Source: an optimization exercise on an open RTL-to-GDS flow (aim: small area, a short achievable clock period and few clock cycles per item). Production flows keep margins and buffers that such runs may drop.
The RTL was checked by simulation tests, not by an equivalence proof against the original design.
Power and IR drop assume default switching activity.

==> flow/design.v <==
package vec_pkg;
  localparam int unsigned NrLanes      = 4;
  localparam int unsigned LaneIdxWidth = $clog2(NrLanes);
  localparam int unsigned ElemWidth    = 32;
  localparam int unsigned NrVRegs      = 8;
  localparam int unsigned RegIdxWidth  = $clog2(NrVRegs);
  localparam int unsigned FifoDepth    = 4;
  localparam int unsigned FifoPtrWidth = $clog2(FifoDepth);
  localparam int unsigned FifoCntWidth = $clog2(FifoDepth + 1);
  typedef logic [ElemWidth-1:0]    elem_t;
  typedef logic [RegIdxWidth-1:0]  reg_idx_t;
  typedef logic [LaneIdxWidth-1:0] lane_idx_t;
  typedef enum logic [2:0] {
    OP_VADD   = 3'd0,
    OP_VSUB   = 3'd1,
    OP_VAND   = 3'd2,
    OP_VXOR   = 3'd3,
    OP_VMV_VX = 3'd4,
    OP_VID    = 3'd5,
    OP_VEXT   = 3'd6
  } vec_op_e;
  typedef struct packed {
    vec_op_e  op;
    reg_idx_t vd;
    reg_idx_t vs1;
    reg_idx_t vs2;
    elem_t    scalar;
  } vec_insn_t;
  typedef struct packed {
    elem_t data;
    logic  illegal;
  } vec_resp_t;
  typedef struct packed {
    vec_op_e  op;
    reg_idx_t vd;
    reg_idx_t vs1;
    reg_idx_t vs2;
  } lane_req_t;
  typedef struct packed {
    logic  valid;
    logic  last;
    elem_t data;
  } bc_t;
endpackage
`timescale 1ns/1ps
module vec_top (
  input  logic        clk_i,
  input  logic        reset_i,
  input  logic        req_valid_i,
  input  logic [43:0] req_i,
  output logic        req_ready_o,
  output logic        resp_valid_o,
  output logic [32:0] resp_o,
  input  logic        resp_ready_i
);
  localparam int unsigned NL = vec_pkg::NrLanes;
  localparam int unsigned NR = vec_pkg::NrVRegs;
  localparam int unsigned NQ = 4;    
  logic [2:0]  req_op, req_vd, req_vs1, req_vs2;
  logic [31:0] req_sc;
  assign {req_op, req_vd, req_vs1, req_vs2, req_sc} = req_i;
  logic                  rdy_q;           
  logic                  rd_v_q;
  logic                  rd_arith_q;      
  logic                  rd_sub_q;        
  logic                  rd_inv_q;        
  logic                  rd_invr_q;       
  logic                  rd_and_q;
  logic                  rd_xor_q;
  logic                  rd_mv_q;         
  logic                  rd_vid_q;        
  logic                  rd_ext_q;
  logic                  rd_ill_q;
  logic [NR-1:0]         rd_we_q;         
  logic [NR-1:0]         rd_sa_q;         
  logic [NR-1:0]         rd_sb_q;         
  logic                  rd_fa_q;         
  logic                  rd_fb_q;         
  logic [NL-1:0]         rd_lsel_q;       
  logic [31:0]           rd_sc_q;
  logic                  alu_v_q;
  logic                  alu_arith_q;
  logic                  alu_sub_q;
  logic                  alu_and_q;
  logic                  alu_xor_q;
  logic                  alu_pass_q;      
  logic                  alu_ext_q;
  logic                  alu_ill_q;
  logic [NR-1:0]         alu_we_q;
  logic [NL-1:0]         alu_lsel_q;
  logic [NL-1:0][31:0]   opa_q, opb_q;
  logic [NR-1:0]         zero_q;
  logic [NR-1:0][NL-1:0][31:0] regs_q;
  logic [NQ-1:0]         rq_v_q;          
  logic [NQ-1:0][32:0]   rq_q;
  logic          acc;
  logic [NR-1:0] zero_d;
  logic          req_wr, req_rd_a, req_rd_b;
  assign acc      = req_valid_i & rdy_q & ~reset_i;
  assign req_wr   = ~req_op[2] | ~req_op[1];
  assign req_rd_a = ~req_op[2];
  assign req_rd_b = ~req_op[2] | (req_op == 3'd6);
  always_comb begin
    for (int r = 0; r < NR; r++) begin
      zero_d[r] = zero_q[r] & ~alu_we_q[r];
    end
  end
  always_ff @(posedge clk_i) begin
    rd_v_q     <= acc;
    rd_arith_q <= acc & (req_op[2:1] == 2'b00);
    rd_sub_q   <= acc & (req_op == 3'd1);
    rd_inv_q   <= req_op == 3'd1;
    rd_invr_q  <= (req_op == 3'd1) & ~rd_we_q[req_vs2];
    rd_and_q   <= acc & (req_op == 3'd2);
    rd_xor_q   <= acc & (req_op == 3'd3);
    rd_mv_q    <= acc & (req_op == 3'd4);
    rd_vid_q   <= acc & (req_op == 3'd5);
    rd_ext_q   <= acc & (req_op == 3'd6);
    rd_ill_q   <= acc & (req_op == 3'd7);
    rd_sc_q    <= req_sc;
    rd_fa_q    <= req_rd_a & rd_we_q[req_vs1];
    rd_fb_q    <= req_rd_b & rd_we_q[req_vs2];
    for (int r = 0; r < NR; r++) begin
      rd_we_q[r] <= acc & req_wr & (req_vd == 3'(r));
      rd_sa_q[r] <= req_rd_a & (req_vs1 == 3'(r)) & ~zero_d[r] & ~rd_we_q[r];
      rd_sb_q[r] <= req_rd_b & (req_vs2 == 3'(r)) & ~zero_d[r] & ~rd_we_q[r];
    end
    for (int l = 0; l < NL; l++) begin
      rd_lsel_q[l] <= (req_sc[1:0] == 2'(l));
    end
  end
  logic [NL-1:0][31:0] res;
  logic [NL-1:0][31:0] opa_d, opb_d, opb_rd;
  always_comb begin
    for (int l = 0; l < NL; l++) begin
      opa_d[l]  = {32{rd_fa_q}} & res[l];
      opb_rd[l] = '0;
      for (int r = 0; r < NR; r++) begin
        opa_d[l]  = opa_d[l]  | ({32{rd_sa_q[r]}} & regs_q[r][l]);
        opb_rd[l] = opb_rd[l] | ({32{rd_sb_q[r]}} & regs_q[r][l]);
      end
      opb_d[l] = ({32{rd_fb_q}} & (res[l] ^ {32{rd_inv_q}}))
               | (opb_rd[l] ^ {32{rd_invr_q}})
               | ({32{rd_mv_q}} & rd_sc_q)
               | ({32{rd_vid_q}} & 32'(l));
    end
  end
  always_ff @(posedge clk_i) begin
    opa_q       <= opa_d;
    opb_q       <= opb_d;
    alu_v_q     <= rd_v_q & ~reset_i;
    alu_arith_q <= rd_arith_q;
    alu_sub_q   <= rd_sub_q;
    alu_and_q   <= rd_and_q;
    alu_xor_q   <= rd_xor_q;
    alu_pass_q  <= rd_mv_q | rd_vid_q;
    alu_ext_q   <= rd_ext_q;
    alu_ill_q   <= rd_ill_q;
    alu_we_q    <= rd_we_q & {NR{~reset_i}};
    alu_lsel_q  <= rd_lsel_q;
  end
  logic [31:0] ext_data;
  logic [NL-1:0][32:0] sum;
  always_comb begin
    ext_data = '0;
    for (int l = 0; l < NL; l++) begin
      sum[l] = {opa_q[l], 1'b1} + {opb_q[l], alu_sub_q};
      res[l] = ({32{alu_arith_q}} & sum[l][32:1])
             | ({32{alu_and_q}}   & (opa_q[l] & opb_q[l]))
             | ({32{alu_xor_q}}   & (opa_q[l] ^ opb_q[l]))
             | ({32{alu_pass_q}}  & opb_q[l]);
      ext_data = ext_data | ({32{alu_lsel_q[l]}} & opb_q[l]);
    end
  end
  always_ff @(posedge clk_i) begin
    for (int r = 0; r < NR; r++) begin
      if (alu_we_q[r]) begin
        regs_q[r] <= res;
      end
    end
  end
  always_ff @(posedge clk_i) begin
    if (reset_i) begin
      zero_q <= '1;
    end else begin
      zero_q <= zero_d;
    end
  end
  logic          pop, push;
  logic [32:0]   new_resp;
  logic [NQ-1:0] rq_v_d;
  assign pop      = rq_v_q[0] & resp_ready_i;
  assign push     = alu_v_q;
  assign new_resp = {{32{alu_ext_q}} & ext_data, alu_ill_q};
  always_comb begin
    if (pop) rq_v_d = {1'b0, rq_v_q[NQ-1:1]};
    else     rq_v_d = rq_v_q;
    if (push) begin
      rq_v_d = {rq_v_d[NQ-2:0], 1'b1};
    end
  end
  always_ff @(posedge clk_i) begin
    if (reset_i) begin
      rq_v_q <= '0;
      rdy_q  <= 1'b1;
    end else begin
      rq_v_q <= rq_v_d;
      rdy_q  <= ~rq_v_d[3] & ~(rq_v_d[2] & (acc | rd_v_q)) & ~(rq_v_d[1] & acc & rd_v_q);
    end
  end
  always_ff @(posedge clk_i) begin
    for (int e = 0; e < NQ; e++) begin
      if (pop) begin
        if (e < NQ - 1 && rq_v_q[e+1]) rq_q[e] <= rq_q[(e+1) % NQ];
        else                           rq_q[e] <= new_resp;
      end else begin
        if (!rq_v_q[e])                rq_q[e] <= new_resp;
      end
    end
  end
  assign req_ready_o  = rdy_q;
  assign resp_valid_o = rq_v_q[0];
  assign resp_o       = rq_q[0];
endmodule
export LEC_CHECK = 0
export CAP_MARGIN = 20
export CORE_MARGIN = 2
export CORE_UTILIZATION = 40
export CTS_BUF_LIST = sky130_fd_sc_hd__clkbuf_16
export CTS_CLUSTER_DIAMETER = 70
export CTS_CLUSTER_SIZE = 25
export PLACE_DENSITY = 0.6
export SLEW_MARGIN = 20
create_clock -name core_clock -period 10.0 [get_ports {clk_i}]
standard.sh (not shown) runs the stock make flow with config.mk's settings and CLKGATE_MAP_FILE= SYNTH_SCRIPT=/design/flow/synth_recipe.tcl, a recipe that flattens the netlist after the stock synthesis.
==> flow/flow/run.sh <==
#!/bin/bash
# The standard layout, with two changes to how it is made (the SDC and its
# clock period are unchanged):
#  - repair_timing is asked for more setup slack than the flow settings allow;
#  - the port buffers are buf_4 cells instead of the delay buffers that
#    buffer_ports picks by default.
set -euo pipefail
export SETUP_SLACK_MARGIN=6.8
export TNS_END_PERCENT=30
export BUFFER_PORTS_ARGS="-buffer_cell sky130_fd_sc_hd__buf_4"
bash standard.sh finish > standard.log 2>&1
Testbench counts at the start, summed over its fixed seeds: cycles 4,824, items 4,800.
Next try:
--- a/flow/design.v
+++ b/flow/design.v
@@ -59,11 +59,10 @@
   logic [2:0]  req_op, req_vd, req_vs1, req_vs2;
   logic [31:0] req_sc;
   assign {req_op, req_vd, req_vs1, req_vs2, req_sc} = req_i;
   logic                  rdy_q;           
   logic                  rd_v_q;
-  logic                  rd_arith_q;      
   logic                  rd_sub_q;        
   logic                  rd_inv_q;        
   logic                  rd_invr_q;       
   logic                  rd_and_q;
   logic                  rd_xor_q;
@@ -77,15 +76,11 @@
   logic                  rd_fa_q;         
   logic                  rd_fb_q;         
   logic [NL-1:0]         rd_lsel_q;       
   logic [31:0]           rd_sc_q;
   logic                  alu_v_q;
-  logic                  alu_arith_q;
   logic                  alu_sub_q;
-  logic                  alu_and_q;
-  logic                  alu_xor_q;
-  logic                  alu_pass_q;      
   logic                  alu_ext_q;
   logic                  alu_ill_q;
   logic [NR-1:0]         alu_we_q;
   logic [NL-1:0]         alu_lsel_q;
   logic [NL-1:0][31:0]   opa_q, opb_q;
@@ -105,12 +100,11 @@
       zero_d[r] = zero_q[r] & ~alu_we_q[r];
     end
   end
   always_ff @(posedge clk_i) begin
     rd_v_q     <= acc;
-    rd_arith_q <= acc & (req_op[2:1] == 2'b00);
-    rd_sub_q   <= acc & (req_op == 3'd1);
+    rd_sub_q   <= acc & ((req_op == 3'd1) | (req_op == 3'd3));
     rd_inv_q   <= req_op == 3'd1;
     rd_invr_q  <= (req_op == 3'd1) & ~rd_we_q[req_vs2];
     rd_and_q   <= acc & (req_op == 3'd2);
     rd_xor_q   <= acc & (req_op == 3'd3);
     rd_mv_q    <= acc & (req_op == 3'd4);
@@ -128,34 +122,37 @@
     for (int l = 0; l < NL; l++) begin
       rd_lsel_q[l] <= (req_sc[1:0] == 2'(l));
     end
   end
   logic [NL-1:0][31:0] res;
-  logic [NL-1:0][31:0] opa_d, opb_d, opb_rd;
+  logic [NL-1:0][31:0] opa_d, opb_d, opa_v, opb_v, opb_rd;
+  logic                rd_logic;
+  assign rd_logic = rd_and_q | rd_xor_q;
   always_comb begin
     for (int l = 0; l < NL; l++) begin
-      opa_d[l]  = {32{rd_fa_q}} & res[l];
+      opa_v[l]  = {32{rd_fa_q}} & res[l];
       opb_rd[l] = '0;
       for (int r = 0; r < NR; r++) begin
-        opa_d[l]  = opa_d[l]  | ({32{rd_sa_q[r]}} & regs_q[r][l]);
+        opa_v[l]  = opa_v[l]  | ({32{rd_sa_q[r]}} & regs_q[r][l]);
         opb_rd[l] = opb_rd[l] | ({32{rd_sb_q[r]}} & regs_q[r][l]);
       end
-      opb_d[l] = ({32{rd_fb_q}} & (res[l] ^ {32{rd_inv_q}}))
+      opb_v[l] = ({32{rd_fb_q}} & (res[l] ^ {32{rd_inv_q}}))
                | (opb_rd[l] ^ {32{rd_invr_q}})
                | ({32{rd_mv_q}} & rd_sc_q)
                | ({32{rd_vid_q}} & 32'(l));
+      opa_d[l] = ({32{~rd_logic}} & opa_v[l])
+               | ({32{rd_and_q}}  & (opa_v[l] & opb_v[l]))
+               | ({32{rd_xor_q}}  & (opa_v[l] | opb_v[l]));
+      opb_d[l] = ({32{~rd_logic}} & opb_v[l])
+               | ({32{rd_xor_q}}  & ~(opa_v[l] & opb_v[l]));
     end
   end
   always_ff @(posedge clk_i) begin
     opa_q       <= opa_d;
     opb_q       <= opb_d;
     alu_v_q     <= rd_v_q & ~reset_i;
-    alu_arith_q <= rd_arith_q;
     alu_sub_q   <= rd_sub_q;
-    alu_and_q   <= rd_and_q;
-    alu_xor_q   <= rd_xor_q;
-    alu_pass_q  <= rd_mv_q | rd_vid_q;
     alu_ext_q   <= rd_ext_q;
     alu_ill_q   <= rd_ill_q;
     alu_we_q    <= rd_we_q & {NR{~reset_i}};
     alu_lsel_q  <= rd_lsel_q;
   end
@@ -163,14 +160,11 @@
   logic [NL-1:0][32:0] sum;
   always_comb begin
     ext_data = '0;
     for (int l = 0; l < NL; l++) begin
       sum[l] = {opa_q[l], 1'b1} + {opb_q[l], alu_sub_q};
-      res[l] = ({32{alu_arith_q}} & sum[l][32:1])
-             | ({32{alu_and_q}}   & (opa_q[l] & opb_q[l]))
-             | ({32{alu_xor_q}}   & (opa_q[l] ^ opb_q[l]))
-             | ({32{alu_pass_q}}  & opb_q[l]);
+      res[l] = sum[l][32:1];
       ext_data = ext_data | ({32{alu_lsel_q[l]}} & opb_q[l]);
     end
   end
   always_ff @(posedge clk_i) begin
     for (int r = 0; r < NR; r++) begin
Outcome:
- via count climbs by 0.72%
- die area barely changes
- non-clock buffer count went up by 120
- total power rises by 6.8%
- wire length rises by 1.3%
- final area grows by 5.7%
- maximum frequency fell by 0.65%
- first-iteration DRC count rose by 2.6%
Testbench counts after the change, summed over its fixed seeds: cycles 4,824, items 4,800.

## re-timing with driven ports
How much do the figures lean on ideal ports? The routed layouts below were timed once more, with nothing changed but the port constraints.
Step 1 sets driving cells, clkbuf_16 on the clock port and buf_2 on the other inputs (assumed; they add their load-dependent delay and slew).
Step 2, shift: input delay + t, output delay - t, t = (earliest + latest rising clock arrival at the registers) / 2. This alone moves slack from input paths to output paths.
Slacks: ideal ports / drivers / drivers and shift; pairs: ideal ports / drivers.
run	t, ns	setup slack, ns	clock arrival spread, ns	slew at the worst register clock pin (ns)
the first run	0.845	6.626 / 6.579 / 6.394	0.048 / 0.048	0.10 / 0.10
the second run	0.861	6.604 / 6.518 / 6.180	0.084 / 0.085	0.10 / 0.10
After both steps setup and hold are still met in every run listed. The setup slack of the second run, which loses most, moves by -0.086 ns with the drivers and by -0.424 ns with both steps.
